What follows belongs to an exercise in optimizing a design on an open flow for a short achievable clock period and few clock cycles; a production flow would make more cautious choices.
In this exercise RTL edits were held to simulation tests only and were not proved equivalent to the original.
The clock cells of run 1 come from the design's own scripts or RTL, not from TritonCTS.
The clock port is modelled as an ideal driver, which makes a skipped or thinned clock tree look cheaper than it is; a real chip needs a root buffer or a tree.
Power is estimated from default activity; no workload was simulated.

==> flow/design.v, too long to show whole: its modules and the start of the top module <==
// module cim_mem: 35 lines
// module mac_engine: 932 lines
// module bus_rx_ctrl: 86 lines
// module patch_proj_ctrl: 52 lines
// module bus_tx_fill: 48 lines
// module cim_node: 114 lines
module cim_node #(
    parameter logic [1:0] NODE_ID = 2'd0
) (
    input  logic clk,
    input  logic rst_n,
    input  logic [3:0] bus_op,
    input  logic [47:0] bus_data,
    input  logic [1:0] bus_target_or_sender,
    output logic [3:0] bus_out_op,
    output logic [47:0] bus_out_data,
    output logic [1:0] bus_out_target_or_sender,
    output logic bus_drive,
    output logic is_ready
);
  // ...
==> flow/flow/run.sh <==
#!/bin/bash
# Standard layout, with timing repair aiming well past the 10 ns constraint, and the clock
# tree rebuilt after CTS as two buffer levels (the clock port drives four root buffers, each
# feeding the leaf buffers of its region; leaf buffers drive ~18 flip-flops each).
set -euo pipefail
bash standard.sh SETUP_SLACK_MARGIN=7.2 POST_CTS_TCL="$PWD/flow/post_cts.tcl" finish > standard_flow.log 2>&1
==> flow/flow/post_cts.tcl <==
# Rebuild the clock tree as two buffer levels: the clock port drives NROOT root buffers, each
# driving the leaf buffers of its region; each leaf buffer drives a cluster of nearby
# flip-flop clock pins. Every register sees the same two buffer levels.
proc ct_kmeans { pts K iters } {
  # pts: list of {x y}; returns list of cluster index per point (size-capped assignment)
  set n [llength $pts]
  set sorted [lsort -integer -index 0 [lmap p $pts {lindex $p 0}]]
  set order [lsort -integer -indices [lmap p $pts {lindex $p 0}]]
  set cx {}; set cy {}
  for {set k 0} {$k < $K} {incr k} {
    set p [lindex $pts [lindex $order [expr {int(($k + 0.5) * $n / $K)}]]]
    lappend cx [lindex $p 0]; lappend cy [lindex $p 1]
  }
  set cap [expr {int(ceil(1.1 * $n / $K))}]
  for {set it 0} {$it < $iters} {incr it} {
    set pairs {}
    for {set i 0} {$i < $n} {incr i} {
      set p [lindex $pts $i]
      for {set k 0} {$k < $K} {incr k} {
        lappend pairs [list [expr {abs([lindex $p 0] - [lindex $cx $k]) + abs([lindex $p 1] - [lindex $cy $k])}] $i $k]
      }
    }
    set pairs [lsort -integer -index 0 $pairs]
    array unset asg; array unset cnt
    for {set k 0} {$k < $K} {incr k} { set cnt($k) 0; set sx($k) 0; set sy($k) 0 }
    foreach pr $pairs {
      lassign $pr d i k
      if {[info exists asg($i)] || $cnt($k) >= $cap} continue
      set asg($i) $k; incr cnt($k)
      set p [lindex $pts $i]
      set sx($k) [expr {$sx($k) + [lindex $p 0]}]; set sy($k) [expr {$sy($k) + [lindex $p 1]}]
    }
    for {set k 0} {$k < $K} {incr k} {
      if {$cnt($k) > 0} { lset cx $k [expr {$sx($k) / $cnt($k)}]; lset cy $k [expr {$sy($k) / $cnt($k)}] }
    }
  }
  set res {}
  for {set i 0} {$i < $n} {incr i} { lappend res $asg($i) }
  return [list $res $cx $cy]
}

proc ct_place { inst x y } {
  set m [$inst getMaster]
  $inst setLocation [expr {int($x - [$m getWidth] / 2)}] [expr {int($y - [$m getHeight] / 2)}]
  $inst setPlacementStatus PLACED
}

proc rebuild_clock_tree { port_name per_leaf nroot buf } {
  set block [ord::get_db_block]
  set db [ord::get_db]
  set port_net [[$block findBTerm $port_name] getNet]
  # Walk the existing tree: clock pins are sinks, every other cell on it is tree
  set queue [list $port_net]
  set sinks {}
  set tree_insts {}
  set tree_nets {}
  while {[llength $queue]} {
    set net [lindex $queue 0]; set queue [lrange $queue 1 end]
    foreach it [$net getITerms] {
      if {[$it isOutputSignal]} continue
      set inst [$it getInst]
      if {[[$it getMTerm] getName] eq "CLK"} { lappend sinks $it; continue }
      if {[lsearch -exact $tree_insts $inst] >= 0} continue
      lappend tree_insts $inst
      foreach ot [$inst getITerms] {
        if {[$ot isOutputSignal] && [$ot getNet] ne "NULL"} {
          lappend queue [$ot getNet]; lappend tree_nets [$ot getNet]
        }
      }
    }
  }
  set pts {}
  foreach it $sinks {
    set bb [[$it getInst] getBBox]
    lappend pts [list [expr {([$bb xMin] + [$bb xMax]) / 2}] [expr {([$bb yMin] + [$bb yMax]) / 2}]]
    $it disconnect
  }
  foreach inst $tree_insts { foreach it [$inst getITerms] { if {[$it getNet] ne "NULL"} { $it disconnect } } ; odb::dbInst_destroy $inst }
  foreach net $tree_nets { odb::dbNet_destroy $net }
  set n [llength $sinks]
  set K [expr {max($nroot, int(round(double($n) / $per_leaf)))}]
  lassign [ct_kmeans $pts $K 25] asg lx ly
  set lpts {}
  for {set k 0} {$k < $K} {incr k} { lappend lpts [list [lindex $lx $k] [lindex $ly $k]] }
  lassign [ct_kmeans $lpts $nroot 25] rasg rx ry
  set master [$db findMaster $buf]
  set rnets {}
  for {set r 0} {$r < $nroot} {incr r} {
    set inst [odb::dbInst_create $block $master "clkbuf_root_$r"]
    ct_place $inst [lindex $rx $r] [lindex $ry $r]
    set net [odb::dbNet_create $block "clknet_root_$r"]
    $net setSigType CLOCK
    [$inst findITerm A] connect $port_net
    [$inst findITerm X] connect $net
    lappend rnets $net
  }
  set lnets {}
  for {set k 0} {$k < $K} {incr k} {
    set inst [odb::dbInst_create $block $master "clkbuf_leaf_$k"]
    ct_place $inst [lindex $lx $k] [lindex $ly $k]
    set net [odb::dbNet_create $block "clknet_leaf_$k"]
    $net setSigType CLOCK
    [$inst findITerm A] connect [lindex $rnets [lindex $rasg $k]]
    [$inst findITerm X] connect $net
    lappend lnets $net
  }
  for {set i 0} {$i < $n} {incr i} { [lindex $sinks $i] connect [lindex $lnets [lindex $asg $i]] }
  puts "rebuild_clock_tree: removed [llength $tree_insts] cells, $n sinks, $K leaf and $nroot root buffers"
}

rebuild_clock_tree clk 18 4 sky130_fd_sc_hd__clkbuf_16
detailed_placement
estimate_parasitics -placement
==> flow/standard.sh <==
#!/bin/bash
# synth_recipe.tcl (not shown) runs the flow's synth.tcl, then flattens the netlist and writes it again
# the make line also repeats each setting of config.mk as NAME=value (left out here)
make -C /OpenROAD-flow-scripts/flow DESIGN_CONFIG=/design/flow/config.mk WORK_HOME=/design/flow/orfs CLKGATE_MAP_FILE= SYNTH_SCRIPT=/design/flow/synth_recipe.tcl "${@:-finish}"
==> flow/config.mk <==
export PLATFORM = sky130hd
export DESIGN_NAME = cim_node
export DESIGN_NICKNAME = cim_node
export VERILOG_FILES = /design/flow/design.v
export SDC_FILE = /design/flow/constraint.sdc
export NUM_CORES = 4
export LEC_CHECK = 0
export CAP_MARGIN = 20
export CORE_MARGIN = 2
export CORE_UTILIZATION = 40
export PLACE_DENSITY = 0.6
export SLEW_MARGIN = 20
==> flow/constraint.sdc <==
create_clock -name core_clock -period 10.0 [get_ports {clk}]
set_input_delay 2.0000 -clock core_clock [delete_from_list [all_inputs] [get_ports {clk}]]
set_output_delay 2.0000 -clock core_clock [all_outputs]
set_load 0.01 [all_outputs]
==> flow_metrics.env, run 1 <==
export IMPL_multi_input_area_share_pct=37.2
export IMPL_synth_top_area_share_pct=32.6
export IMPL_clock_sinks=646
export IMPL_seq_share_pct=49.7
export IMPL_wl_met2_mm=38.9
export IMPL_dp_cells=3396
export IMPL_power_internal_mw=4.44
export IMPL_nFillCells=6424
export IMPL_n_all_inverters=33
export IMPL_status="no timing/DRC/antenna violations"
export IMPL_synth_compound_area_share_pct=10.4
export IMPL_top_area_cell_class="sequential cells"
export IMPL_fin_skew_ns=0.0449
export IMPL_multi_input_cells=1625
export IMPL_drive_gt1_share_pct=16.3
export IMPL_ys_flop_type="dfxtp_1"
export IMPL_min_to="u_patch_proj_ctrl.idx1_q[2]"
export IMPL_final_area_um2=32400
export IMPL_switching_share_pct=30.9
export IMPL_die_x_um=270
export IMPL_final_cell_mix="nand2_1 (529), edfxtp_1 (308), dfxtp_1 (297), nor2_1 (125), o21ai_0 (107)"
export IMPL_top_layer="met4"
export IMPL_drt_wl_total_mm=79.1
export IMPL_busiest_layer="met2"
export IMPL_rsz0062_at_grt="true"
export IMPL_synthAdderAreaFrac_pct=7.71
export IMPL_maxSlewViolCount=0
Testbench counts, summed over its fixed seeds: cycles 51,328.
==> module cim_mem, before the edit <==
module cim_mem (
    input  logic clk,
    input  logic par_we,
    input  logic [5:0] par_addr,
    input  logic [15:0] par_data,
    input  logic word_v,            
    output logic [15:0] k1,
    output logic [17:0] k3,
    output logic [10:0] nk,         
    output logic [15:0] bias
);
    logic [15:0] kern [PATCH_LEN];
    logic [17:0] kern3 [PATCH_LEN];   
    logic [17:0] par_data3;
    logic [15:0] knext;
    assign knext = word_v ? kern[1] : kern[0];
    assign par_data3 = {{2{par_data[15]}}, par_data} + {par_data[15], par_data, 1'b0};
    always_ff @(posedge clk) begin
        for (int i = 0; i < PATCH_LEN; i++) begin
            if (par_we && par_addr == 6'(i)) begin
                kern[i] <= par_data;
                kern3[i] <= par_data3;
            end else if (word_v) begin
                kern[i] <= kern[(i + 1) % PATCH_LEN];
                kern3[i] <= kern3[(i + 1) % PATCH_LEN];
            end
        end
        if (par_we && par_addr == BIAS_ADDR) begin
            bias <= par_data;
        end
        k1 <= knext;
        k3 <= word_v ? kern3[1] : kern3[0];
        nk <= 11'd0 - knext[10:0];
    end
endmodule
==> module patch_proj_ctrl, before the edit <==
module patch_proj_ctrl (
    input  logic clk,
    input  logic rst_n,
    input  logic load_start,
    input  logic word_v,
    input  logic [4:0] word_idx,
    input  logic [15:0] acc_next,     
    input  logic [15:0] bias,
    output logic [15:0] base,         
    output logic [15:0] res0,
    output logic [15:0] res1,
    output logic [15:0] res2,
    output logic [15:0] res3,
    output logic is_ready
);
    logic v1_q;
    logic [4:0] idx1_q;
    logic v_q;
    logic first_q;
    logic [1:0] patch_q;
    logic [15:0] acc;
    assign res3 = acc;
    always_ff @(posedge clk) begin
        idx1_q <= word_idx;
        first_q <= (idx1_q[2:0] == 3'd0);
        patch_q <= idx1_q[4:3];
        acc <= acc_next;
        base <= (v1_q && idx1_q[2:0] == 3'd0) ? bias : acc_next;
        if (v_q && first_q) begin
            case (patch_q)
                2'd1: res0 <= acc;
                2'd2: res1 <= acc;
                2'd3: res2 <= acc;
                default: begin
                end
            endcase
        end
        if (!rst_n) begin
            v1_q <= 1'b0;
            v_q <= 1'b0;
            is_ready <= 1'b0;
        end else begin
            v1_q <= word_v;
            v_q <= v1_q;
            if (load_start) begin
                is_ready <= 1'b0;
            end else if (v1_q && idx1_q == 5'd31) begin
                is_ready <= 1'b1;
            end
        end
    end
endmodule
==> run 2, diff against run 1 <==
--- a/flow/design.v
+++ b/flow/design.v
@@ -25,13 +25,12 @@
     output logic [15:0] k1,
     output logic [17:0] k3,
-    output logic [10:0] nk,         
     output logic [15:0] bias
 );
     logic [15:0] kern [PATCH_LEN];
-    logic [17:0] kern3 [PATCH_LEN];   
+    logic [17:0] kern3 [PATCH_LEN];
     logic [17:0] par_data3;
-    logic [15:0] knext;
-    assign knext = word_v ? kern[1] : kern[0];
     assign par_data3 = {{2{par_data[15]}}, par_data} + {par_data[15], par_data, 1'b0};
+    assign k1 = word_v ? kern[1] : kern[0];
+    assign k3 = word_v ? kern3[1] : kern3[0];
     always_ff @(posedge clk) begin
         for (int i = 0; i < PATCH_LEN; i++) begin
@@ -47,7 +46,4 @@
             bias <= par_data;
         end
-        k1 <= knext;
-        k3 <= word_v ? kern3[1] : kern3[0];
-        nk <= 11'd0 - knext[10:0];
     end
 endmodule
@@ -57,17 +53,19 @@
 module mac_engine (
     input  logic clk,
-    input  logic [4:0] ng,
-    input  logic [4:0] m1,
-    input  logic [4:0] m2,
-    input  logic [4:0] m3,
-    input  logic [4:0] m4,
-    input  logic p5,
-    input  logic n5,
-    input  logic [15:0] k1,
-    input  logic [17:0] k3,
-    input  logic [10:0] nk,
+    input  logic [15:0] x,          
+    input  logic [15:0] k1,         
+    input  logic [17:0] k3,         
     input  logic [15:0] base,
     output logic [15:0] acc_next
 );
+    logic [16:0] xw;
+    logic [4:0] ng;
+    logic [4:0] m1;
+    logic [4:0] m2;
+    logic [4:0] m3;
+    logic [4:0] m4;
+    logic p5;
+    logic n5;
+    logic [10:0] nk;
     logic row0_0;
     logic row0_1;
@@ -166,4 +164,105 @@
     logic row5_9;
     logic row5_10;
+    logic pr0_0;
+    logic pr0_1;
+    logic pr0_2;
+    logic pr0_3;
+    logic pr0_4;
+    logic pr0_5;
+    logic pr0_6;
+    logic pr0_7;
+    logic pr0_8;
+    logic pr0_9;
+    logic pr0_10;
+    logic pr0_11;
+    logic pr0_12;
+    logic pr0_13;
+    logic pr0_14;
+    logic pr0_15;
+    logic pr0_16;
+    logic pr0_17;
+    logic prng0;
+    logic pr1_0;
+    logic pr1_1;
+    logic pr1_2;
+    logic pr1_3;
+    logic pr1_4;
+    logic pr1_5;
+    logic pr1_6;
+    logic pr1_7;
+    logic pr1_8;
+    logic pr1_9;
+    logic pr1_10;
+    logic pr1_11;
+    logic pr1_12;
+    logic pr1_13;
+    logic pr1_14;
+    logic pr1_15;
+    logic pr1_16;
+    logic pr1_17;
+    logic prng1;
+    logic pr2_0;
+    logic pr2_1;
+    logic pr2_2;
+    logic pr2_3;
+    logic pr2_4;
+    logic pr2_5;
+    logic pr2_6;
+    logic pr2_7;
+    logic pr2_8;
+    logic pr2_9;
+    logic pr2_10;
+    logic pr2_11;
+    logic pr2_12;
+    logic pr2_13;
+    logic pr2_14;
+    logic pr2_15;
+    logic pr2_16;
+    logic pr2_17;
+    logic prng2;
+    logic pr3_0;
+    logic pr3_1;
+    logic pr3_2;
+    logic pr3_3;
+    logic pr3_4;
+    logic pr3_5;
+    logic pr3_6;
+    logic pr3_7;
+    logic pr3_8;
+    logic pr3_9;
+    logic pr3_10;
+    logic pr3_11;
+    logic pr3_12;
+    logic pr3_13;
+    logic pr3_14;
+    logic pr3_15;
+    logic pr3_16;
+    logic prng3;
+    logic pr4_0;
+    logic pr4_1;
+    logic pr4_2;
+    logic pr4_3;
+    logic pr4_4;
+    logic pr4_5;
+    logic pr4_6;
+    logic pr4_7;
+    logic pr4_8;
+    logic pr4_9;
+    logic pr4_10;
+    logic pr4_11;
+    logic pr4_12;
+    logic pr4_13;
+    logic prng4;
+    logic pr5_0;
+    logic pr5_1;
+    logic pr5_2;
+    logic pr5_3;
+    logic pr5_4;
+    logic pr5_5;
+    logic pr5_6;
+    logic pr5_7;
+    logic pr5_8;
+    logic pr5_9;
+    logic pr5_10;
     logic t1;
     logic t2;
@@ -314,4 +413,36 @@
     logic t147;
     logic t148;
+    logic t149;
+    logic t150;
+    logic t151;
+    logic t152;
+    logic t153;
+    logic t154;
+    logic t155;
+    logic t156;
+    logic t157;
+    logic t158;
+    logic t159;
+    logic t160;
+    logic t161;
+    logic t162;
+    logic t163;
+    logic t164;
+    logic t165;
+    logic t166;
+    logic t167;
+    logic t168;
+    logic t169;
+    logic t170;
+    logic t171;
+    logic t172;
+    logic t173;
+    logic t174;
+    logic t175;
+    logic t176;
+    logic t177;
+    logic t178;
+    logic t179;
+    logic t180;
     logic r1_0_0;
     logic r1_0_1;
@@ -320,5 +451,4 @@
     logic r1_3_0;
     logic r1_3_1;
-    logic r1_3_2;
     logic r1_4_0;
     logic r1_4_1;
@@ -327,69 +457,44 @@
     logic r1_6_0;
     logic r1_6_1;
-    logic r1_6_2;
     logic r1_7_0;
     logic r1_7_1;
-    logic r1_7_2;
     logic r1_8_0;
     logic r1_8_1;
-    logic r1_8_2;
     logic r1_9_0;
     logic r1_9_1;
-    logic r1_9_2;
     logic r1_10_0;
     logic r1_10_1;
-    logic r1_10_2;
     logic r1_11_0;
     logic r1_11_1;
-    logic r1_11_2;
     logic r1_12_0;
     logic r1_12_1;
-    logic r1_12_2;
     logic r1_13_0;
     logic r1_13_1;
-    logic r1_13_2;
     logic r1_14_0;
     logic r1_14_1;
-    logic r1_14_2;
     logic r1_15_0;
     logic r1_15_1;
-    logic r1_15_2;
     logic r1_16_0;
     logic r1_16_1;
-    logic r1_16_2;
     logic r1_17_0;
     logic r1_17_1;
-    logic r1_17_2;
     logic r1_18_0;
     logic r1_18_1;
-    logic r1_18_2;
     logic r1_19_0;
     logic r1_19_1;
-    logic r1_19_2;
     logic r1_20_0;
     logic r1_20_1;
-    logic r1_20_2;
     logic r1_21_0;
     logic r1_21_1;
-    logic r1_21_2;
     logic r1_22_0;
     logic r1_22_1;
-    logic r1_22_2;
     logic r1_23_0;
     logic r1_23_1;
-    logic r1_23_2;
     logic r1_24_0;
     logic r1_24_1;
-    logic r1_24_2;
     logic r1_25_0;
     logic r1_25_1;
-    logic r1_25_2;
     logic [25:0] s;
     logic [25:0] c;
-    logic [15:0] s2;
-    logic [15:0] c2;
-    logic cy2;
-    logic [15:0] hs;
-    logic [15:0] hc;
     logic [15:0] g;
     logic [15:0] p;
@@ -494,4 +599,29 @@
     logic pp1_1;
     logic pg1_1;
+    assign xw = {x, 1'b0};
+    always_comb begin
+        for (int j = 0; j < 5; j++) begin
+            ng[j] = 1'b0;
+            m1[j] = 1'b0;
+            m2[j] = 1'b0;
+            m3[j] = 1'b0;
+            m4[j] = 1'b0;
+            case (xw[3*j +: 4])
+                4'b0001, 4'b0010: m1[j] = 1'b1;
+                4'b0011, 4'b0100: m2[j] = 1'b1;
+                4'b0101, 4'b0110: m3[j] = 1'b1;
+                4'b0111: m4[j] = 1'b1;
+                4'b1000: begin ng[j] = 1'b1; m4[j] = 1'b1; end
+                4'b1001, 4'b1010: begin ng[j] = 1'b1; m3[j] = 1'b1; end
+                4'b1011, 4'b1100: begin ng[j] = 1'b1; m2[j] = 1'b1; end
+                4'b1101, 4'b1110: begin ng[j] = 1'b1; m1[j] = 1'b1; end
+                default: begin
+                end
+            endcase
+        end
+    end
+    assign p5 = x[14] & ~x[15];
+    assign n5 = x[15] & ~x[14];
+    assign nk = 11'd0 - k1[10:0];
     assign row0_0 = (((m1[0] & k1[0]) | (m3[0] & k3[0])) ^ ng[0]);
     assign row0_1 = (((m1[0] & k1[1]) | (m2[0] & k1[0]) | (m3[0] & k3[1])) ^ ng[0]);
@@ -590,78 +720,78 @@
     assign row5_9 = (p5 & k1[9]) | (n5 & nk[9]);
     assign row5_10 = (p5 & k1[10]) | (n5 & nk[10]);
-    assign t1 = row0_9 ^ row1_6;
-    assign t2 = row0_9 & row1_6;
-    assign t3 = row0_10 ^ row1_7;
-    assign t4 = row0_10 & row1_7;
-    assign t5 = row0_11 ^ row1_8;
-    assign t6 = row0_11 & row1_8;
-    assign t7 = row0_12 ^ row1_9 ^ row2_6;
-    assign t8 = (row0_12 & row1_9) | (row0_12 & row2_6) | (row1_9 & row2_6);
-    assign t9 = row3_3 ^ row4_0;
-    assign t10 = row3_3 & row4_0;
-    assign t11 = row0_13 ^ row1_10 ^ row2_7;
-    assign t12 = (row0_13 & row1_10) | (row0_13 & row2_7) | (row1_10 & row2_7);
-    assign t13 = row3_4 ^ row4_1;
-    assign t14 = row3_4 & row4_1;
-    assign t15 = row0_14 ^ row1_11 ^ row2_8;
-    assign t16 = (row0_14 & row1_11) | (row0_14 & row2_8) | (row1_11 & row2_8);
-    assign t17 = row3_5 ^ row4_2;
-    assign t18 = row3_5 & row4_2;
-    assign t19 = row0_15 ^ row1_12 ^ row2_9;
-    assign t20 = (row0_15 & row1_12) | (row0_15 & row2_9) | (row1_12 & row2_9);
-    assign t21 = row3_6 ^ row4_3 ^ row5_0;
-    assign t22 = (row3_6 & row4_3) | (row3_6 & row5_0) | (row4_3 & row5_0);
-    assign t23 = row0_16 ^ row1_13 ^ row2_10;
-    assign t24 = (row0_16 & row1_13) | (row0_16 & row2_10) | (row1_13 & row2_10);
-    assign t25 = row3_7 ^ row4_4 ^ row5_1;
-    assign t26 = (row3_7 & row4_4) | (row3_7 & row5_1) | (row4_4 & row5_1);
-    assign t27 = row0_17 ^ row1_14 ^ row2_11;
-    assign t28 = (row0_17 & row1_14) | (row0_17 & row2_11) | (row1_14 & row2_11);
-    assign t29 = row3_8 ^ row4_5 ^ row5_2;
-    assign t30 = (row3_8 & row4_5) | (row3_8 & row5_2) | (row4_5 & row5_2);
-    assign t31 = row0_17 ^ row1_15 ^ row2_12;
-    assign t32 = (row0_17 & row1_15) | (row0_17 & row2_12) | (row1_15 & row2_12);
-    assign t33 = row3_9 ^ row4_6 ^ row5_3;
-    assign t34 = (row3_9 & row4_6) | (row3_9 & row5_3) | (row4_6 & row5_3);
-    assign t35 = row0_17 ^ row1_16 ^ row2_13;
-    assign t36 = (row0_17 & row1_16) | (row0_17 & row2_13) | (row1_16 & row2_13);
-    assign t37 = row3_10 ^ row4_7 ^ row5_4;
-    assign t38 = (row3_10 & row4_7) | (row3_10 & row5_4) | (row4_7 & row5_4);
-    assign t39 = row0_17 ^ row1_17 ^ row2_14;
-    assign t40 = (row0_17 & row1_17) | (row0_17 & row2_14) | (row1_17 & row2_14);
-    assign t41 = row3_11 ^ row4_8 ^ row5_5;
-    assign t42 = (row3_11 & row4_8) | (row3_11 & row5_5) | (row4_8 & row5_5);
-    assign t43 = row0_17 ^ row1_17 ^ row2_15;
-    assign t44 = (row0_17 & row1_17) | (row0_17 & row2_15) | (row1_17 & row2_15);
-    assign t45 = row3_12 ^ row4_9 ^ row5_6;
-    assign t46 = (row3_12 & row4_9) | (row3_12 & row5_6) | (row4_9 & row5_6);
-    assign t47 = row0_17 ^ row1_17 ^ row2_16;
-    assign t48 = (row0_17 & row1_17) | (row0_17 & row2_16) | (row1_17 & row2_16);
-    assign t49 = row3_13 ^ row4_10 ^ row5_7;
-    assign t50 = (row3_13 & row4_10) | (row3_13 & row5_7) | (row4_10 & row5_7);
-    assign t51 = row0_17 ^ row1_17 ^ row2_17;
-    assign t52 = (row0_17 & row1_17) | (row0_17 & row2_17) | (row1_17 & row2_17);
-    assign t53 = row3_14 ^ row4_11 ^ row5_8;
-    assign t54 = (row3_14 & row4_11) | (row3_14 & row5_8) | (row4_11 & row5_8);
-    assign t55 = row0_17 ^ row1_17 ^ row2_17;
-    assign t56 = (row0_17 & row1_17) | (row0_17 & row2_17) | (row1_17 & row2_17);
-    assign t57 = row3_15 ^ row4_12 ^ row5_9;
-    assign t58 = (row3_15 & row4_12) | (row3_15 & row5_9) | (row4_12 & row5_9);
-    assign t59 = row0_17 ^ row1_17 ^ row2_17;
-    assign t60 = (row0_17 & row1_17) | (row0_17 & row2_17) | (row1_17 & row2_17);
-    assign t61 = row3_16 ^ row4_13 ^ row5_10;
-    assign t62 = (row3_16 & row4_13) | (row3_16 & row5_10) | (row4_13 & row5_10);
-    assign t63 = row0_6 ^ row1_3;
-    assign t64 = row0_6 & row1_3;
-    assign t65 = row0_7 ^ row1_4;
-    assign t66 = row0_7 & row1_4;
-    assign t67 = row0_8 ^ row1_5;
-    assign t68 = row0_8 & row1_5;
-    assign t69 = t1 ^ row2_3 ^ row3_0;
-    assign t70 = (t1 & row2_3) | (t1 & row3_0) | (row2_3 & row3_0);
-    assign t71 = t2 ^ t3 ^ row2_4;
-    assign t72 = (t2 & t3) | (t2 & row2_4) | (t3 & row2_4);
-    assign t73 = t4 ^ t5 ^ row2_5;
-    assign t74 = (t4 & t5) | (t4 & row2_5) | (t5 & row2_5);
+    assign t1 = pr0_9 ^ pr1_6;
+    assign t2 = pr0_9 & pr1_6;
+    assign t3 = pr0_10 ^ pr1_7;
+    assign t4 = pr0_10 & pr1_7;
+    assign t5 = pr0_11 ^ pr1_8;
+    assign t6 = pr0_11 & pr1_8;
+    assign t7 = pr0_12 ^ pr1_9 ^ pr2_6;
+    assign t8 = (pr0_12 & pr1_9) | (pr0_12 & pr2_6) | (pr1_9 & pr2_6);
+    assign t9 = pr3_3 ^ pr4_0;
+    assign t10 = pr3_3 & pr4_0;
+    assign t11 = pr0_13 ^ pr1_10 ^ pr2_7;
+    assign t12 = (pr0_13 & pr1_10) | (pr0_13 & pr2_7) | (pr1_10 & pr2_7);
+    assign t13 = pr3_4 ^ pr4_1;
+    assign t14 = pr3_4 & pr4_1;
+    assign t15 = pr0_14 ^ pr1_11 ^ pr2_8;
+    assign t16 = (pr0_14 & pr1_11) | (pr0_14 & pr2_8) | (pr1_11 & pr2_8);
+    assign t17 = pr3_5 ^ pr4_2;
+    assign t18 = pr3_5 & pr4_2;
+    assign t19 = pr0_15 ^ pr1_12 ^ pr2_9;
+    assign t20 = (pr0_15 & pr1_12) | (pr0_15 & pr2_9) | (pr1_12 & pr2_9);
+    assign t21 = pr3_6 ^ pr4_3 ^ pr5_0;
+    assign t22 = (pr3_6 & pr4_3) | (pr3_6 & pr5_0) | (pr4_3 & pr5_0);
+    assign t23 = pr0_16 ^ pr1_13 ^ pr2_10;
+    assign t24 = (pr0_16 & pr1_13) | (pr0_16 & pr2_10) | (pr1_13 & pr2_10);
+    assign t25 = pr3_7 ^ pr4_4 ^ pr5_1;
+    assign t26 = (pr3_7 & pr4_4) | (pr3_7 & pr5_1) | (pr4_4 & pr5_1);
+    assign t27 = pr0_17 ^ pr1_14 ^ pr2_11;
+    assign t28 = (pr0_17 & pr1_14) | (pr0_17 & pr2_11) | (pr1_14 & pr2_11);
+    assign t29 = pr3_8 ^ pr4_5 ^ pr5_2;
+    assign t30 = (pr3_8 & pr4_5) | (pr3_8 & pr5_2) | (pr4_5 & pr5_2);
+    assign t31 = pr0_17 ^ pr1_15 ^ pr2_12;
+    assign t32 = (pr0_17 & pr1_15) | (pr0_17 & pr2_12) | (pr1_15 & pr2_12);
+    assign t33 = pr3_9 ^ pr4_6 ^ pr5_3;
+    assign t34 = (pr3_9 & pr4_6) | (pr3_9 & pr5_3) | (pr4_6 & pr5_3);
+    assign t35 = pr0_17 ^ pr1_16 ^ pr2_13;
+    assign t36 = (pr0_17 & pr1_16) | (pr0_17 & pr2_13) | (pr1_16 & pr2_13);
+    assign t37 = pr3_10 ^ pr4_7 ^ pr5_4;
+    assign t38 = (pr3_10 & pr4_7) | (pr3_10 & pr5_4) | (pr4_7 & pr5_4);
+    assign t39 = pr0_17 ^ pr1_17 ^ pr2_14;
+    assign t40 = (pr0_17 & pr1_17) | (pr0_17 & pr2_14) | (pr1_17 & pr2_14);
+    assign t41 = pr3_11 ^ pr4_8 ^ pr5_5;
+    assign t42 = (pr3_11 & pr4_8) | (pr3_11 & pr5_5) | (pr4_8 & pr5_5);
+    assign t43 = pr0_17 ^ pr1_17 ^ pr2_15;
+    assign t44 = (pr0_17 & pr1_17) | (pr0_17 & pr2_15) | (pr1_17 & pr2_15);
+    assign t45 = pr3_12 ^ pr4_9 ^ pr5_6;
+    assign t46 = (pr3_12 & pr4_9) | (pr3_12 & pr5_6) | (pr4_9 & pr5_6);
+    assign t47 = pr0_17 ^ pr1_17 ^ pr2_16;
+    assign t48 = (pr0_17 & pr1_17) | (pr0_17 & pr2_16) | (pr1_17 & pr2_16);
+    assign t49 = pr3_13 ^ pr4_10 ^ pr5_7;
+    assign t50 = (pr3_13 & pr4_10) | (pr3_13 & pr5_7) | (pr4_10 & pr5_7);
+    assign t51 = pr0_17 ^ pr1_17 ^ pr2_17;
+    assign t52 = (pr0_17 & pr1_17) | (pr0_17 & pr2_17) | (pr1_17 & pr2_17);
+    assign t53 = pr3_14 ^ pr4_11 ^ pr5_8;
+    assign t54 = (pr3_14 & pr4_11) | (pr3_14 & pr5_8) | (pr4_11 & pr5_8);
+    assign t55 = pr0_17 ^ pr1_17 ^ pr2_17;
+    assign t56 = (pr0_17 & pr1_17) | (pr0_17 & pr2_17) | (pr1_17 & pr2_17);
+    assign t57 = pr3_15 ^ pr4_12 ^ pr5_9;
+    assign t58 = (pr3_15 & pr4_12) | (pr3_15 & pr5_9) | (pr4_12 & pr5_9);
+    assign t59 = pr0_17 ^ pr1_17 ^ pr2_17;
+    assign t60 = (pr0_17 & pr1_17) | (pr0_17 & pr2_17) | (pr1_17 & pr2_17);
+    assign t61 = pr3_16 ^ pr4_13 ^ pr5_10;
+    assign t62 = (pr3_16 & pr4_13) | (pr3_16 & pr5_10) | (pr4_13 & pr5_10);
+    assign t63 = pr0_6 ^ pr1_3;
+    assign t64 = pr0_6 & pr1_3;
+    assign t65 = pr0_7 ^ pr1_4;
+    assign t66 = pr0_7 & pr1_4;
+    assign t67 = pr0_8 ^ pr1_5;
+    assign t68 = pr0_8 & pr1_5;
+    assign t69 = t1 ^ pr2_3 ^ pr3_0;
+    assign t70 = (t1 & pr2_3) | (t1 & pr3_0) | (pr2_3 & pr3_0);
+    assign t71 = t2 ^ t3 ^ pr2_4;
+    assign t72 = (t2 & t3) | (t2 & pr2_4) | (t3 & pr2_4);
+    assign t73 = t4 ^ t5 ^ pr2_5;
+    assign t74 = (t4 & t5) | (t4 & pr2_5) | (t5 & pr2_5);
     assign t75 = t6 ^ t7 ^ t9;
     assign t76 = (t6 & t7) | (t6 & t9) | (t7 & t9);
@@ -692,50 +822,82 @@
     assign t101 = t56 ^ t58 ^ t59;
     assign t102 = (t56 & t58) | (t56 & t59) | (t58 & t59);
-    assign t103 = r1_3_0 ^ r1_3_1;
-    assign t104 = r1_3_0 & r1_3_1;
-    assign t105 = r1_4_0 ^ r1_4_1;
-    assign t106 = r1_4_0 & r1_4_1;
-    assign t107 = r1_5_0 ^ r1_5_1;
-    assign t108 = r1_5_0 & r1_5_1;
-    assign t109 = r1_6_0 ^ r1_6_1 ^ r1_6_2;
-    assign t110 = (r1_6_0 & r1_6_1) | (r1_6_0 & r1_6_2) | (r1_6_1 & r1_6_2);
-    assign t111 = r1_7_0 ^ r1_7_1 ^ r1_7_2;
-    assign t112 = (r1_7_0 & r1_7_1) | (r1_7_0 & r1_7_2) | (r1_7_1 & r1_7_2);
-    assign t113 = r1_8_0 ^ r1_8_1 ^ r1_8_2;
-    assign t114 = (r1_8_0 & r1_8_1) | (r1_8_0 & r1_8_2) | (r1_8_1 & r1_8_2);
-    assign t115 = r1_9_0 ^ r1_9_1 ^ r1_9_2;
-    assign t116 = (r1_9_0 & r1_9_1) | (r1_9_0 & r1_9_2) | (r1_9_1 & r1_9_2);
-    assign t117 = r1_10_0 ^ r1_10_1 ^ r1_10_2;
-    assign t118 = (r1_10_0 & r1_10_1) | (r1_10_0 & r1_10_2) | (r1_10_1 & r1_10_2);
-    assign t119 = r1_11_0 ^ r1_11_1 ^ r1_11_2;
-    assign t120 = (r1_11_0 & r1_11_1) | (r1_11_0 & r1_11_2) | (r1_11_1 & r1_11_2);
-    assign t121 = r1_12_0 ^ r1_12_1 ^ r1_12_2;
-    assign t122 = (r1_12_0 & r1_12_1) | (r1_12_0 & r1_12_2) | (r1_12_1 & r1_12_2);
-    assign t123 = r1_13_0 ^ r1_13_1 ^ r1_13_2;
-    assign t124 = (r1_13_0 & r1_13_1) | (r1_13_0 & r1_13_2) | (r1_13_1 & r1_13_2);
-    assign t125 = r1_14_0 ^ r1_14_1 ^ r1_14_2;
-    assign t126 = (r1_14_0 & r1_14_1) | (r1_14_0 & r1_14_2) | (r1_14_1 & r1_14_2);
-    assign t127 = r1_15_0 ^ r1_15_1 ^ r1_15_2;
-    assign t128 = (r1_15_0 & r1_15_1) | (r1_15_0 & r1_15_2) | (r1_15_1 & r1_15_2);
-    assign t129 = r1_16_0 ^ r1_16_1 ^ r1_16_2;
-    assign t130 = (r1_16_0 & r1_16_1) | (r1_16_0 & r1_16_2) | (r1_16_1 & r1_16_2);
-    assign t131 = r1_17_0 ^ r1_17_1 ^ r1_17_2;
-    assign t132 = (r1_17_0 & r1_17_1) | (r1_17_0 & r1_17_2) | (r1_17_1 & r1_17_2);
-    assign t133 = r1_18_0 ^ r1_18_1 ^ r1_18_2;
-    assign t134 = (r1_18_0 & r1_18_1) | (r1_18_0 & r1_18_2) | (r1_18_1 & r1_18_2);
-    assign t135 = r1_19_0 ^ r1_19_1 ^ r1_19_2;
-    assign t136 = (r1_19_0 & r1_19_1) | (r1_19_0 & r1_19_2) | (r1_19_1 & r1_19_2);
-    assign t137 = r1_20_0 ^ r1_20_1 ^ r1_20_2;
-    assign t138 = (r1_20_0 & r1_20_1) | (r1_20_0 & r1_20_2) | (r1_20_1 & r1_20_2);
-    assign t139 = r1_21_0 ^ r1_21_1 ^ r1_21_2;
-    assign t140 = (r1_21_0 & r1_21_1) | (r1_21_0 & r1_21_2) | (r1_21_1 & r1_21_2);
-    assign t141 = r1_22_0 ^ r1_22_1 ^ r1_22_2;
-    assign t142 = (r1_22_0 & r1_22_1) | (r1_22_0 & r1_22_2) | (r1_22_1 & r1_22_2);
-    assign t143 = r1_23_0 ^ r1_23_1 ^ r1_23_2;
-    assign t144 = (r1_23_0 & r1_23_1) | (r1_23_0 & r1_23_2) | (r1_23_1 & r1_23_2);
-    assign t145 = r1_24_0 ^ r1_24_1 ^ r1_24_2;
-    assign t146 = (r1_24_0 & r1_24_1) | (r1_24_0 & r1_24_2) | (r1_24_1 & r1_24_2);
-    assign t147 = r1_25_0 ^ r1_25_1 ^ r1_25_2;
-    assign t148 = (r1_25_0 & r1_25_1) | (r1_25_0 & r1_25_2) | (r1_25_1 & r1_25_2);
+    assign t103 = pr0_3 ^ pr1_0;
+    assign t104 = pr0_3 & pr1_0;
+    assign t105 = pr0_4 ^ pr1_1;
+    assign t106 = pr0_4 & pr1_1;
+    assign t107 = pr0_5 ^ pr1_2;
+    assign t108 = pr0_5 & pr1_2;
+    assign t109 = t63 ^ pr2_0 ^ prng2;
+    assign t110 = (t63 & pr2_0) | (t63 & prng2) | (pr2_0 & prng2);
+    assign t111 = t64 ^ t65 ^ pr2_1;
+    assign t112 = (t64 & t65) | (t64 & pr2_1) | (t65 & pr2_1);
+    assign t113 = t66 ^ t67 ^ pr2_2;
+    assign t114 = (t66 & t67) | (t66 & pr2_2) | (t67 & pr2_2);
+    assign t115 = t68 ^ t69 ^ prng3;
+    assign t116 = (t68 & t69) | (t68 & prng3) | (t69 & prng3);
+    assign t117 = t70 ^ t71 ^ pr3_1;
+    assign t118 = (t70 & t71) | (t70 & pr3_1) | (t71 & pr3_1);
+    assign t119 = t72 ^ t73 ^ pr3_2;
+    assign t120 = (t72 & t73) | (t72 & pr3_2) | (t73 & pr3_2);
+    assign t121 = t74 ^ t75 ^ prng4;
+    assign t122 = (t74 & t75) | (t74 & prng4) | (t75 & prng4);
+    assign t123 = t76 ^ t77 ^ t13;
+    assign t124 = (t76 & t77) | (t76 & t13) | (t77 & t13);
+    assign t125 = t78 ^ t79 ^ t17;
+    assign t126 = (t78 & t79) | (t78 & t17) | (t79 & t17);
+    assign t127 = t80 ^ t81 ^ t21;
+    assign t128 = (t80 & t81) | (t80 & t21) | (t81 & t21);
+    assign t129 = t82 ^ t83 ^ t25;
+    assign t130 = (t82 & t83) | (t82 & t25) | (t83 & t25);
+    assign t131 = t84 ^ t85 ^ t29;
+    assign t132 = (t84 & t85) | (t84 & t29) | (t85 & t29);
+    assign t133 = t86 ^ t87 ^ t33;
+    assign t134 = (t86 & t87) | (t86 & t33) | (t87 & t33);
+    assign t135 = t88 ^ t89 ^ t37;
+    assign t136 = (t88 & t89) | (t88 & t37) | (t89 & t37);
+    assign t137 = t90 ^ t91 ^ t41;
+    assign t138 = (t90 & t91) | (t90 & t41) | (t91 & t41);
+    assign t139 = t92 ^ t93 ^ t45;
+    assign t140 = (t92 & t93) | (t92 & t45) | (t93 & t45);
+    assign t141 = t94 ^ t95 ^ t49;
+    assign t142 = (t94 & t95) | (t94 & t49) | (t95 & t49);
+    assign t143 = t96 ^ t97 ^ t53;
+    assign t144 = (t96 & t97) | (t96 & t53) | (t97 & t53);
+    assign t145 = t98 ^ t99 ^ t57;
+    assign t146 = (t98 & t99) | (t98 & t57) | (t99 & t57);
+    assign t147 = t100 ^ t101 ^ t61;
+    assign t148 = (t100 & t101) | (t100 & t61) | (t101 & t61);
+    assign t149 = r1_10_0 ^ r1_10_1;
+    assign t150 = r1_10_0 & r1_10_1;
+    assign t151 = r1_11_0 ^ r1_11_1 ^ base[1];
+    assign t152 = (r1_11_0 & r1_11_1) | (r1_11_0 & base[1]) | (r1_11_1 & base[1]);
+    assign t153 = r1_12_0 ^ r1_12_1 ^ base[2];
+    assign t154 = (r1_12_0 & r1_12_1) | (r1_12_0 & base[2]) | (r1_12_1 & base[2]);
+    assign t155 = r1_13_0 ^ r1_13_1 ^ base[3];
+    assign t156 = (r1_13_0 & r1_13_1) | (r1_13_0 & base[3]) | (r1_13_1 & base[3]);
+    assign t157 = r1_14_0 ^ r1_14_1 ^ base[4];
+    assign t158 = (r1_14_0 & r1_14_1) | (r1_14_0 & base[4]) | (r1_14_1 & base[4]);
+    assign t159 = r1_15_0 ^ r1_15_1 ^ base[5];
+    assign t160 = (r1_15_0 & r1_15_1) | (r1_15_0 & base[5]) | (r1_15_1 & base[5]);
+    assign t161 = r1_16_0 ^ r1_16_1 ^ base[6];
+    assign t162 = (r1_16_0 & r1_16_1) | (r1_16_0 & base[6]) | (r1_16_1 & base[6]);
+    assign t163 = r1_17_0 ^ r1_17_1 ^ base[7];
+    assign t164 = (r1_17_0 & r1_17_1) | (r1_17_0 & base[7]) | (r1_17_1 & base[7]);
+    assign t165 = r1_18_0 ^ r1_18_1 ^ base[8];
+    assign t166 = (r1_18_0 & r1_18_1) | (r1_18_0 & base[8]) | (r1_18_1 & base[8]);
+    assign t167 = r1_19_0 ^ r1_19_1 ^ base[9];
+    assign t168 = (r1_19_0 & r1_19_1) | (r1_19_0 & base[9]) | (r1_19_1 & base[9]);
+    assign t169 = r1_20_0 ^ r1_20_1 ^ base[10];
+    assign t170 = (r1_20_0 & r1_20_1) | (r1_20_0 & base[10]) | (r1_20_1 & base[10]);
+    assign t171 = r1_21_0 ^ r1_21_1 ^ base[11];
+    assign t172 = (r1_21_0 & r1_21_1) | (r1_21_0 & base[11]) | (r1_21_1 & base[11]);
+    assign t173 = r1_22_0 ^ r1_22_1 ^ base[12];
+    assign t174 = (r1_22_0 & r1_22_1) | (r1_22_0 & base[12]) | (r1_22_1 & base[12]);
+    assign t175 = r1_23_0 ^ r1_23_1 ^ base[13];
+    assign t176 = (r1_23_0 & r1_23_1) | (r1_23_0 & base[13]) | (r1_23_1 & base[13]);
+    assign t177 = r1_24_0 ^ r1_24_1 ^ base[14];
+    assign t178 = (r1_24_0 & r1_24_1) | (r1_24_0 & base[14]) | (r1_24_1 & base[14]);
+    assign t179 = r1_25_0 ^ r1_25_1 ^ base[15];
+    assign t180 = (r1_25_0 & r1_25_1) | (r1_25_0 & base[15]) | (r1_25_1 & base[15]);
     assign s[0] = r1_0_0;
     assign c[0] = r1_0_1;
@@ -744,55 +906,53 @@
     assign s[2] = r1_2_0;
     assign c[2] = 1'b0;
-    assign s[3] = t103;
-    assign c[3] = r1_3_2;
-    assign s[4] = t104;
-    assign c[4] = t105;
-    assign s[5] = t106;
-    assign c[5] = t107;
-    assign s[6] = t108;
-    assign c[6] = t109;
-    assign s[7] = t110;
-    assign c[7] = t111;
-    assign s[8] = t112;
-    assign c[8] = t113;
-    assign s[9] = t114;
-    assign c[9] = t115;
-    assign s[10] = t116;
-    assign c[10] = t117;
-    assign s[11] = t118;
-    assign c[11] = t119;
-    assign s[12] = t120;
-    assign c[12] = t121;
-    assign s[13] = t122;
-    assign c[13] = t123;
-    assign s[14] = t124;
-    assign c[14] = t125;
-    assign s[15] = t126;
-    assign c[15] = t127;
-    assign s[16] = t128;
-    assign c[16] = t129;
-    assign s[17] = t130;
-    assign c[17] = t131;
-    assign s[18] = t132;
-    assign c[18] = t133;
-    assign s[19] = t134;
-    assign c[19] = t135;
-    assign s[20] = t136;
-    assign c[20] = t137;
-    assign s[21] = t138;
-    assign c[21] = t139;
-    assign s[22] = t140;
-    assign c[22] = t141;
-    assign s[23] = t142;
-    assign c[23] = t143;
-    assign s[24] = t144;
-    assign c[24] = t145;
-    assign s[25] = t146;
-    assign c[25] = t147;
+    assign s[3] = r1_3_0;
+    assign c[3] = r1_3_1;
+    assign s[4] = r1_4_0;
+    assign c[4] = r1_4_1;
+    assign s[5] = r1_5_0;
+    assign c[5] = r1_5_1;
+    assign s[6] = r1_6_0;
+    assign c[6] = r1_6_1;
+    assign s[7] = r1_7_0;
+    assign c[7] = r1_7_1;
+    assign s[8] = r1_8_0;
+    assign c[8] = r1_8_1;
+    assign s[9] = r1_9_0;
+    assign c[9] = r1_9_1;
+    assign s[10] = t149;
+    assign c[10] = base[0];
+    assign s[11] = t150;
+    assign c[11] = t151;
+    assign s[12] = t152;
+    assign c[12] = t153;
+    assign s[13] = t154;
+    assign c[13] = t155;
+    assign s[14] = t156;
+    assign c[14] = t157;
+    assign s[15] = t158;
+    assign c[15] = t159;
+    assign s[16] = t160;
+    assign c[16] = t161;
+    assign s[17] = t162;
+    assign c[17] = t163;
+    assign s[18] = t164;
+    assign c[18] = t165;
+    assign s[19] = t166;
+    assign c[19] = t167;
+    assign s[20] = t168;
+    assign c[20] = t169;
+    assign s[21] = t170;
+    assign c[21] = t171;
+    assign s[22] = t172;
+    assign c[22] = t173;
+    assign s[23] = t174;
+    assign c[23] = t175;
+    assign s[24] = t176;
+    assign c[24] = t177;
+    assign s[25] = t178;
+    assign c[25] = t179;
     assign cy = (({1'b0, s[9:0]} + {1'b0, c[9:0]}) >> 10) != 11'd0;
-    assign hs = base ^ s2 ^ c2;
-    assign hc = {(base[14:0] & s2[14:0]) | (base[14:0] & c2[14:0]) | (s2[14:0] & c2[14:0]), 1'b0};
-    assign g = hs & hc;
-    assign p = hs ^ hc;
+    assign g = s[25:10] & c[25:10];
+    assign p = s[25:10] ^ c[25:10];
     assign pg1_1 = g[1] | (p[1] & g[0]);
     assign pp1_1 = p[1] & p[0];
@@ -893,96 +1053,173 @@
     assign pg4_15 = pg3_15 | (pp3_15 & pg3_7);
     assign pp4_15 = pp3_15 & pp3_7;
-    assign carry[0] = cy2;
-    assign carry[1] = g[0] | (p[0] & cy2);
-    assign carry[2] = pg1_1 | (pp1_1 & cy2);
-    assign carry[3] = pg2_2 | (pp2_2 & cy2);
-    assign carry[4] = pg2_3 | (pp2_3 & cy2);
-    assign carry[5] = pg3_4 | (pp3_4 & cy2);
-    assign carry[6] = pg3_5 | (pp3_5 & cy2);
-    assign carry[7] = pg3_6 | (pp3_6 & cy2);
-    assign carry[8] = pg3_7 | (pp3_7 & cy2);
-    assign carry[9] = pg4_8 | (pp4_8 & cy2);
-    assign carry[10] = pg4_9 | (pp4_9 & cy2);
-    assign carry[11] = pg4_10 | (pp4_10 & cy2);
-    assign carry[12] = pg4_11 | (pp4_11 & cy2);
-    assign carry[13] = pg4_12 | (pp4_12 & cy2);
-    assign carry[14] = pg4_13 | (pp4_13 & cy2);
-    assign carry[15] = pg4_14 | (pp4_14 & cy2);
+    assign carry[0] = cy;
+    assign carry[1] = g[0] | (p[0] & cy);
+    assign carry[2] = pg1_1 | (pp1_1 & cy);
+    assign carry[3] = pg2_2 | (pp2_2 & cy);
+    assign carry[4] = pg2_3 | (pp2_3 & cy);
+    assign carry[5] = pg3_4 | (pp3_4 & cy);
+    assign carry[6] = pg3_5 | (pp3_5 & cy);
+    assign carry[7] = pg3_6 | (pp3_6 & cy);
+    assign carry[8] = pg3_7 | (pp3_7 & cy);
+    assign carry[9] = pg4_8 | (pp4_8 & cy);
+    assign carry[10] = pg4_9 | (pp4_9 & cy);
+    assign carry[11] = pg4_10 | (pp4_10 & cy);
+    assign carry[12] = pg4_11 | (pp4_11 & cy);
+    assign carry[13] = pg4_12 | (pp4_12 & cy);
+    assign carry[14] = pg4_13 | (pp4_13 & cy);
+    assign carry[15] = pg4_14 | (pp4_14 & cy);
     assign acc_next = p ^ carry;
     always_ff @(posedge clk) begin
-        r1_0_0 <= row0_0;
-        r1_0_1 <= ng[0];
-        r1_1_0 <= row0_1;
-        r1_2_0 <= row0_2;
-        r1_3_0 <= row0_3;
-        r1_3_1 <= row1_0;
-        r1_3_2 <= ng[1];
-        r1_4_0 <= row0_4;
-        r1_4_1 <= row1_1;
-        r1_5_0 <= row0_5;
-        r1_5_1 <= row1_2;
-        r1_6_0 <= t63;
-        r1_6_1 <= row2_0;
-        r1_6_2 <= ng[2];
-        r1_7_0 <= t64;
-        r1_7_1 <= t65;
-        r1_7_2 <= row2_1;
-        r1_8_0 <= t66;
-        r1_8_1 <= t67;
-        r1_8_2 <= row2_2;
-        r1_9_0 <= t68;
-        r1_9_1 <= t69;
-        r1_9_2 <= ng[3];
-        r1_10_0 <= t70;
-        r1_10_1 <= t71;
-        r1_10_2 <= row3_1;
-        r1_11_0 <= t72;
-        r1_11_1 <= t73;
-        r1_11_2 <= row3_2;
-        r1_12_0 <= t74;
-        r1_12_1 <= t75;
-        r1_12_2 <= ng[4];
-        r1_13_0 <= t76;
-        r1_13_1 <= t77;
-        r1_13_2 <= t13;
-        r1_14_0 <= t78;
-        r1_14_1 <= t79;
-        r1_14_2 <= t17;
-        r1_15_0 <= t80;
-        r1_15_1 <= t81;
-        r1_15_2 <= t21;
-        r1_16_0 <= t82;
-        r1_16_1 <= t83;
-        r1_16_2 <= t25;
-        r1_17_0 <= t84;
-        r1_17_1 <= t85;
-        r1_17_2 <= t29;
-        r1_18_0 <= t86;
-        r1_18_1 <= t87;
-        r1_18_2 <= t33;
-        r1_19_0 <= t88;
-        r1_19_1 <= t89;
-        r1_19_2 <= t37;
-        r1_20_0 <= t90;
-        r1_20_1 <= t91;
-        r1_20_2 <= t41;
-        r1_21_0 <= t92;
-        r1_21_1 <= t93;
-        r1_21_2 <= t45;
-        r1_22_0 <= t94;
-        r1_22_1 <= t95;
-        r1_22_2 <= t49;
-        r1_23_0 <= t96;
-        r1_23_1 <= t97;
-        r1_23_2 <= t53;
-        r1_24_0 <= t98;
-        r1_24_1 <= t99;
-        r1_24_2 <= t57;
-        r1_25_0 <= t100;
-        r1_25_1 <= t101;
-        r1_25_2 <= t61;
-        s2 <= s[25:10];
-        c2 <= c[25:10];
-        cy2 <= cy;
+        pr0_0 <= row0_0;
+        pr0_1 <= row0_1;
+        pr0_2 <= row0_2;
+        pr0_3 <= row0_3;
+        pr0_4 <= row0_4;
+        pr0_5 <= row0_5;
+        pr0_6 <= row0_6;
+        pr0_7 <= row0_7;
+        pr0_8 <= row0_8;
+        pr0_9 <= row0_9;
+        pr0_10 <= row0_10;
+        pr0_11 <= row0_11;
+        pr0_12 <= row0_12;
+        pr0_13 <= row0_13;
+        pr0_14 <= row0_14;
+        pr0_15 <= row0_15;
+        pr0_16 <= row0_16;
+        pr0_17 <= row0_17;
+        prng0 <= ng[0];
+        pr1_0 <= row1_0;
+        pr1_1 <= row1_1;
+        pr1_2 <= row1_2;
+        pr1_3 <= row1_3;
+        pr1_4 <= row1_4;
+        pr1_5 <= row1_5;
+        pr1_6 <= row1_6;
+        pr1_7 <= row1_7;
+        pr1_8 <= row1_8;
+        pr1_9 <= row1_9;
+        pr1_10 <= row1_10;
+        pr1_11 <= row1_11;
+        pr1_12 <= row1_12;
+        pr1_13 <= row1_13;
+        pr1_14 <= row1_14;
+        pr1_15 <= row1_15;
+        pr1_16 <= row1_16;
+        pr1_17 <= row1_17;
+        prng1 <= ng[1];
+        pr2_0 <= row2_0;
+        pr2_1 <= row2_1;
+        pr2_2 <= row2_2;
+        pr2_3 <= row2_3;
+        pr2_4 <= row2_4;
+        pr2_5 <= row2_5;
+        pr2_6 <= row2_6;
+        pr2_7 <= row2_7;
+        pr2_8 <= row2_8;
+        pr2_9 <= row2_9;
+        pr2_10 <= row2_10;
+        pr2_11 <= row2_11;
+        pr2_12 <= row2_12;
+        pr2_13 <= row2_13;
+        pr2_14 <= row2_14;
+        pr2_15 <= row2_15;
+        pr2_16 <= row2_16;
+        pr2_17 <= row2_17;
+        prng2 <= ng[2];
+        pr3_0 <= row3_0;
+        pr3_1 <= row3_1;
+        pr3_2 <= row3_2;
+        pr3_3 <= row3_3;
+        pr3_4 <= row3_4;
+        pr3_5 <= row3_5;
+        pr3_6 <= row3_6;
+        pr3_7 <= row3_7;
+        pr3_8 <= row3_8;
+        pr3_9 <= row3_9;
+        pr3_10 <= row3_10;
+        pr3_11 <= row3_11;
+        pr3_12 <= row3_12;
+        pr3_13 <= row3_13;
+        pr3_14 <= row3_14;
+        pr3_15 <= row3_15;
+        pr3_16 <= row3_16;
+        prng3 <= ng[3];
+        pr4_0 <= row4_0;
+        pr4_1 <= row4_1;
+        pr4_2 <= row4_2;
+        pr4_3 <= row4_3;
+        pr4_4 <= row4_4;
+        pr4_5 <= row4_5;
+        pr4_6 <= row4_6;
+        pr4_7 <= row4_7;
+        pr4_8 <= row4_8;
+        pr4_9 <= row4_9;
+        pr4_10 <= row4_10;
+        pr4_11 <= row4_11;
+        pr4_12 <= row4_12;
+        pr4_13 <= row4_13;
+        prng4 <= ng[4];
+        pr5_0 <= row5_0;
+        pr5_1 <= row5_1;
+        pr5_2 <= row5_2;
+        pr5_3 <= row5_3;
+        pr5_4 <= row5_4;
+        pr5_5 <= row5_5;
+        pr5_6 <= row5_6;
+        pr5_7 <= row5_7;
+        pr5_8 <= row5_8;
+        pr5_9 <= row5_9;
+        pr5_10 <= row5_10;
+        r1_0_0 <= pr0_0;
+        r1_0_1 <= prng0;
+        r1_1_0 <= pr0_1;
+        r1_2_0 <= pr0_2;
+        r1_3_0 <= t103;
+        r1_3_1 <= prng1;
+        r1_4_0 <= t104;
+        r1_4_1 <= t105;
+        r1_5_0 <= t106;
+        r1_5_1 <= t107;
+        r1_6_0 <= t108;
+        r1_6_1 <= t109;
+        r1_7_0 <= t110;
+        r1_7_1 <= t111;
+        r1_8_0 <= t112;
+        r1_8_1 <= t113;
+        r1_9_0 <= t114;
+        r1_9_1 <= t115;
+        r1_10_0 <= t116;
+        r1_10_1 <= t117;
+        r1_11_0 <= t118;
+        r1_11_1 <= t119;
+        r1_12_0 <= t120;
+        r1_12_1 <= t121;
+        r1_13_0 <= t122;
+        r1_13_1 <= t123;
+        r1_14_0 <= t124;
+        r1_14_1 <= t125;
+        r1_15_0 <= t126;
+        r1_15_1 <= t127;
+        r1_16_0 <= t128;
+        r1_16_1 <= t129;
+        r1_17_0 <= t130;
+        r1_17_1 <= t131;
+        r1_18_0 <= t132;
+        r1_18_1 <= t133;
+        r1_19_0 <= t134;
+        r1_19_1 <= t135;
+        r1_20_0 <= t136;
+        r1_20_1 <= t137;
+        r1_21_0 <= t138;
+        r1_21_1 <= t139;
+        r1_22_0 <= t140;
+        r1_22_1 <= t141;
+        r1_23_0 <= t142;
+        r1_23_1 <= t143;
+        r1_24_0 <= t144;
+        r1_24_1 <= t145;
+        r1_25_0 <= t146;
+        r1_25_1 <= t147;
     end
 endmodule
@@ -1003,11 +1240,4 @@
     output logic [15:0] par_data,
     output logic word_v,
-    output logic [4:0] ng,
-    output logic [4:0] m1,
-    output logic [4:0] m2,
-    output logic [4:0] m3,
-    output logic [4:0] m4,
-    output logic p5,
-    output logic n5,
     output logic [4:0] word_idx,  
     output logic load_start       
@@ -1018,8 +1248,6 @@
     logic [1:0] lane;
     logic [4:0] word_cnt;
-    logic [16:0] xw;
     assign to_me = (bus_target_or_sender == NODE_ID);
     assign word_in = (bus_op == PATCH_LOAD_BROADCAST_OP);
-    assign xw = {bus_data[15:0], 1'b0};
     always_ff @(posedge clk) begin
         par_addr <= rx_addr;
@@ -1030,27 +1258,4 @@
             default: par_data <= bus_data[15:0];
         endcase
-        for (int j = 0; j < 5; j++) begin
-            ng[j] <= 1'b0;
-            m1[j] <= 1'b0;
-            m2[j] <= 1'b0;
-            m3[j] <= 1'b0;
-            m4[j] <= 1'b0;
-            if (word_in) begin
-                case (xw[3*j +: 4])
-                    4'b0001, 4'b0010: m1[j] <= 1'b1;
-                    4'b0011, 4'b0100: m2[j] <= 1'b1;
-                    4'b0101, 4'b0110: m3[j] <= 1'b1;
-                    4'b0111: m4[j] <= 1'b1;
-                    4'b1000: begin ng[j] <= 1'b1; m4[j] <= 1'b1; end
-                    4'b1001, 4'b1010: begin ng[j] <= 1'b1; m3[j] <= 1'b1; end
-                    4'b1011, 4'b1100: begin ng[j] <= 1'b1; m2[j] <= 1'b1; end
-                    4'b1101, 4'b1110: begin ng[j] <= 1'b1; m1[j] <= 1'b1; end
-                    default: begin
-                    end
-                endcase
-            end
-        end
-        p5 <= word_in & bus_data[14] & ~bus_data[15];
-        n5 <= word_in & bus_data[15] & ~bus_data[14];
         if (bus_op == PARAM_STREAM_START_OP) begin
             rx_addr <= bus_data[5:0];
@@ -1089,5 +1294,5 @@
     input  logic [15:0] acc_next,     
     input  logic [15:0] bias,
-    output logic [15:0] base,         
+    output logic [15:0] base,
     output logic [15:0] res0,
     output logic [15:0] res1,
@@ -1096,17 +1301,16 @@
     output logic is_ready
 );
-    logic v1_q;
-    logic [4:0] idx1_q;
     logic v_q;
     logic first_q;
     logic [1:0] patch_q;
     logic [15:0] acc;
+    assign base = (v_q && first_q) ? bias : acc;
     assign res3 = acc;
     always_ff @(posedge clk) begin
-        idx1_q <= word_idx;
-        first_q <= (idx1_q[2:0] == 3'd0);
-        patch_q <= idx1_q[4:3];
-        acc <= acc_next;
-        base <= (v1_q && idx1_q[2:0] == 3'd0) ? bias : acc_next;
+        first_q <= (word_idx[2:0] == 3'd0);
+        patch_q <= word_idx[4:3];
+        if (v_q) begin
+            acc <= acc_next;
+        end
         if (v_q && first_q) begin
             case (patch_q)
@@ -1119,13 +1323,11 @@
         end
         if (!rst_n) begin
-            v1_q <= 1'b0;
             v_q <= 1'b0;
             is_ready <= 1'b0;
         end else begin
-            v1_q <= word_v;
-            v_q <= v1_q;
+            v_q <= word_v;
             if (load_start) begin
                 is_ready <= 1'b0;
-            end else if (v1_q && idx1_q == 5'd31) begin
+            end else if (word_v && word_idx == 5'd31) begin
                 is_ready <= 1'b1;
             end
@@ -1159,19 +1361,27 @@
     assign a = bus_data[1:0];     
     assign n = bus_data[17:16];   
-    logic [1:0] i2;
-    logic [1:0] i1;
-    logic [15:0] res [4];
+    logic [15:0] at0;
+    logic [15:0] at1;
+    logic [15:0] at2;
+    logic n1;
+    logic n2;
+    logic n3;
     logic [15:0] lane2;
     logic [15:0] lane1;
     logic [15:0] lane0;
-    assign res[0] = res0;
-    assign res[1] = res1;
-    assign res[2] = res2;
-    assign res[3] = res3;
-    assign i2 = {a[1] ^ (n[1] & (n[0] | a[0])), a[0] ^ (n[1] & ~n[0])};
-    assign i1 = {a[1] ^ (a[0] & n[0]), a[0] ^ n[0]};
-    assign lane2 = res[i2];
-    assign lane1 = n[1] ? res[i1] : 16'h0000;
-    assign lane0 = (n == 2'd3) ? (a[0] ? res1 : res0) : 16'h0000;
+    always_comb begin
+        case (a)
+            2'd0: begin at0 = res0; at1 = res1; at2 = res2; end
+            2'd1: begin at0 = res1; at1 = res2; at2 = res3; end
+            2'd2: begin at0 = res2; at1 = res3; at2 = res0; end
+            default: begin at0 = res3; at1 = res0; at2 = res1; end
+        endcase
+    end
+    assign n1 = (n == 2'd1);
+    assign n2 = (n == 2'd2);
+    assign n3 = (n == 2'd3);
+    assign lane0 = n3 ? at0 : 16'h0000;
+    assign lane1 = n2 ? at0 : (n3 ? at1 : 16'h0000);
+    assign lane2 = n1 ? at0 : (n2 ? at1 : at2);
     always_ff @(posedge clk) begin
         bus_out_data <= {lane2, lane1, lane0};
@@ -1207,16 +1417,8 @@
     logic [15:0] par_data;
     logic word_v;
-    logic [4:0] ng;
-    logic [4:0] m1;
-    logic [4:0] m2;
-    logic [4:0] m3;
-    logic [4:0] m4;
-    logic p5;
-    logic n5;
     logic [4:0] word_idx;
     logic load_start;
     logic [15:0] k1;
     logic [17:0] k3;
-    logic [10:0] nk;
     logic [15:0] bias;
     logic [15:0] base;
@@ -1237,11 +1439,4 @@
         .par_data(par_data),
         .word_v(word_v),
-        .ng(ng),
-        .m1(m1),
-        .m2(m2),
-        .m3(m3),
-        .m4(m4),
-        .p5(p5),
-        .n5(n5),
         .word_idx(word_idx),
         .load_start(load_start)
@@ -1255,19 +1450,11 @@
         .k1(k1),
         .k3(k3),
-        .nk(nk),
         .bias(bias)
     );
     mac_engine u_mac_engine (
         .clk(clk),
-        .ng(ng),
-        .m1(m1),
-        .m2(m2),
-        .m3(m3),
-        .m4(m4),
-        .p5(p5),
-        .n5(n5),
+        .x(bus_data[15:0]),
         .k1(k1),
         .k3(k3),
-        .nk(nk),
         .base(base),
         .acc_next(acc_next)
==> flow/flow/run.sh (replaced) <==
#!/bin/bash
set -euo pipefail
bash standard.sh SETUP_SLACK_MARGIN=7.2 POST_CTS_TCL="$PWD/flow/post_cts.tcl" finish > standard_flow.log 2>&1
==> flow/flow/post_cts.tcl (replaced) <==
proc remove_clock_root { port_name max_loads } {
  set block [ord::get_db_block]
  set clk_net [[$block findBTerm $port_name] getNet]
  set its [$clk_net getITerms]
  if {[llength $its] != 1} { puts "remove_clock_root: clock net has [llength $its] loads, kept"; return }
  set root [[lindex $its 0] getInst]
  set out_net [[$root findITerm X] getNet]
  if {$out_net eq "NULL"} { set out_net [[$root findITerm Y] getNet] }
  set loads [$out_net getITerms]
  # loads other than the root's own output pin
  set sinks {}
  foreach it $loads { if {[$it getInst] ne $root} { lappend sinks $it } }
  if {[llength $sinks] > $max_loads} { puts "remove_clock_root: root drives [llength $sinks] pins, kept"; return }
  foreach it $sinks { $it disconnect; $it connect $clk_net }
  puts "remove_clock_root: removed [$root getName], clock port now drives [llength $sinks] pins"
  odb::dbInst_destroy $root
  odb::dbNet_destroy $out_net
}

remove_clock_root clk 4
==> run 2 against run 1 <==
  * Sequential power decreased by 6.5%
  * Critical path depth increased by 6
  * Clock skew decreased by 0.015 ns
  * Clock power increased by 63%
  * Worst setup slack got worse by 0.066 ns
  * Worst hold slack got worse by 0.0039 ns
  * Via count increased by 13%
  * Design area increased by 13%
  * Critical path type is now reg2reg
  * Wire length increased by 10%
==> flow_metrics.env, run 2 <==
export IMPL_tightest_slew_ns=1.19
export IMPL_wl_per_cell_um=22.4
export IMPL_drive_gt1_share_pct=25.6
export IMPL_crit_arrival_ns=3.65
export IMPL_crit_chain="nand2_8 > buf_6 > mux2i_2 > fa_1 > inv_2 > ha_4 > a21oi_4 > o21ai_4 > o2111ai_2 > nand4b_1 > o21a_4 > or4_1 > nand4_1"
export IMPL_cp_max_fo=7
export IMPL_max_stage_delay_ns=0.47
export IMPL_clk_transition_reported_paths_ns=0.06
export IMPL_hold_violations=0
export IMPL_synth_area_leaders="edfxtp_1 (33%), dfxtp_1 (19%), nand2_1 (6.0%), fa_1 (5.0%), mux2i_1 (3.7%)"
export IMPL_status="no timing/DRC/antenna violations"
export IMPL_crit_type="reg2reg"
export IMPL_grt_overflow=0
export IMPL_drt_wl_total_mm=87.1
export IMPL_ys_flop_type="edfxtp_1"
export IMPL_cts_tree="yes"
export IMPL_netlist_instances=2761
export IMPL_clock_latency_ns=0.62
export IMPL_die_height_um=274
export IMPL_synth_seq_cells=600
export IMPL_core_area_um2=71700
export IMPL_fmax_mhz=315
export IMPL_grt_max_degree=67
export IMPL_die_x_um=274
export IMPL_postPlaceCellArea_um2=32000
export IMPL_synth_cell_type_count=77
export IMPL_largest_register_ff_count=144
export IMPL_row_count=98
export IMPL_vias=21700
export IMPL_timing_final_crit_share_pct=31.7
export IMPL_via_per_inst=5.57
export IMPL_p_leak_nw=14.5
export IMPL_final_setup_tns_ns=0
export IMPL_end_kind="register"
export IMPL_finalCriticalPeriod_ns=3.17
export IMPL_total_power_mw=8.89
export IMPL_utilization_pct=51.1
export IMPL_syn_to_final_growth_pct=25.9
export IMPL_fin_cells=3890
export IMPL_antenna_cells=0
export IMPL_power_density_nw_per_um2=242
export IMPL_place_hpwl_mm=55.6
export IMPL_final_nets=3080
export IMPL_setup_worst_path_start_class="register"
export IMPL_synth_top_area_share_pct=33.4
export IMPL_synth_top_cells_by_count="nand2_1 (467), edfxtp_1 (324), dfxtp_1 (276), inv_1 (182), o21ai_0 (155)"
export IMPL_io_buffer_count=106
export IMPL_maxSlewViolCount=0
export IMPL_maxCapViolCount=0
export IMPL_ant_nets=0
export IMPL_dieArea_um2=75000
export IMPL_yosysSeqAreaShare_pct=52.4
export IMPL_dr_first_iter_drc_count=1716
export IMPL_max_slew_margin_rel_pct=18.9
export IMPL_yosys_cell_count_top_type="nand2_1"
export IMPL_avgSynthCellArea_um2=10.5
export IMPL_synthesis_area_um2=29100
export IMPL_fin_skew_ns=0.0300
export IMPL_final_area_um2=36700
export IMPL_dr_pass1_iters=5
export IMPL_mostFrequentLayoutCell="nand2_1"
export IMPL_floorplan_initialDensity_pct=40.6
export IMPL_largest_register="u_cim_mem.kern3"
export IMPL_route_detailed_drc=0
export IMPL_dp_cells=3676
export IMPL_clock_sinks=600
export IMPL_rsz0062_at_grt="true"
export IMPL_grt_pass1_wl_mm=130
export IMPL_setup_viol=0
export IMPL_yosysWarnings=7
export IMPL_final_cell_mix="nand2_1 (454), edfxtp_1 (324), dfxtp_1 (236), inv_1 (165), nor2_1 (137)"
==> run 2: cells by family after synthesis <==
group                      after synthesis  share of synthesized area, %
DFF                                    600                          52.4
and+or+nand+nor                        737                          10.6
xor gates and xnor gates               129                          3.88
muxes                                  204                          7.69
buffers and inverters                  368                          5.04
adders and majority gates              138                          7.81
AOI/OAI and AO/OA                      584                          12.6
other                                    1                        0.0129
==> run 2: critical path: cells and delay by family, from the launching register on <==
| family | cells | cell delay [ns] |
|---|---|---|
| muxes | 1 | 0.22 |
| and+or+nand+nor | 4 | 0.82 |
| AOI/OAI and AO/OA | 4 | 0.74 |
| adders and majority gates | 2 | 0.66 |
| buffers and inverters | 2 | 0.22 |
| DFF | 1 | 0.36 |
==> run 2: final timing paths <==
kind	end	depth (start not counted)	slack [ns]	startpoint
min reg2reg	u_mac_engine.r1_2_0	0	0.33	u_mac_engine.pr0_2
max reg2reg	u_patch_proj_ctrl.acc[15]	13	6.83	u_patch_proj_ctrl.first_q
max	u_patch_proj_ctrl.acc[15]	13	6.83	u_patch_proj_ctrl.first_q
min	u_mac_engine.r1_2_0	0	0.33	u_mac_engine.pr0_2
==> run 2: metal layers <==
layer / track usage, % / share of wire, %
met5: 0 / 0
met4: 9.77 / 4.7
met3: 4.01 / 6.4
met2: 38.2 / 48
met1: 29.0 / 41
==> run 2: where the power goes <==
group	internal [mW]	switching [mW]
registers	2.95	0.192
clock network	1.39	1.06
logic	1.40	1.90
total	5.74	3.15
==> run 2: layout make-up <==
type | instances | area (um2)
timing repair buffer | 227 | 2420
multi-input combinational | 1800 | 14700
fill | 6205 | 35100
inverter | 187 | 802
timing repair inverter | 2 | 32.5
clock buffer | 94 | 1920
clock inverter | 30 | 254
tap | 950 | 1190
sequential | 600 | 15300
==> run 2: through the flow <==
step           hold WS (ns)  worst slack, ns
2_1_floorplan         0.310             6.63
6_report              0.326             6.83
5_1_grt               0.328             6.76
3_3_place_gp          0.313             5.29
3_5_place_dp          0.312             5.14
Testbench counts of run 2, summed over its fixed seeds: cycles 50,848.

Check on run 2: ideal ports give 6.826 ns setup slack; a clkbuf_16 on the clock port and buf_2 on the inputs give 6.826 ns; moving port delays by the midpoint clock arrival (0.679 ns) as well gives 6.382 ns.
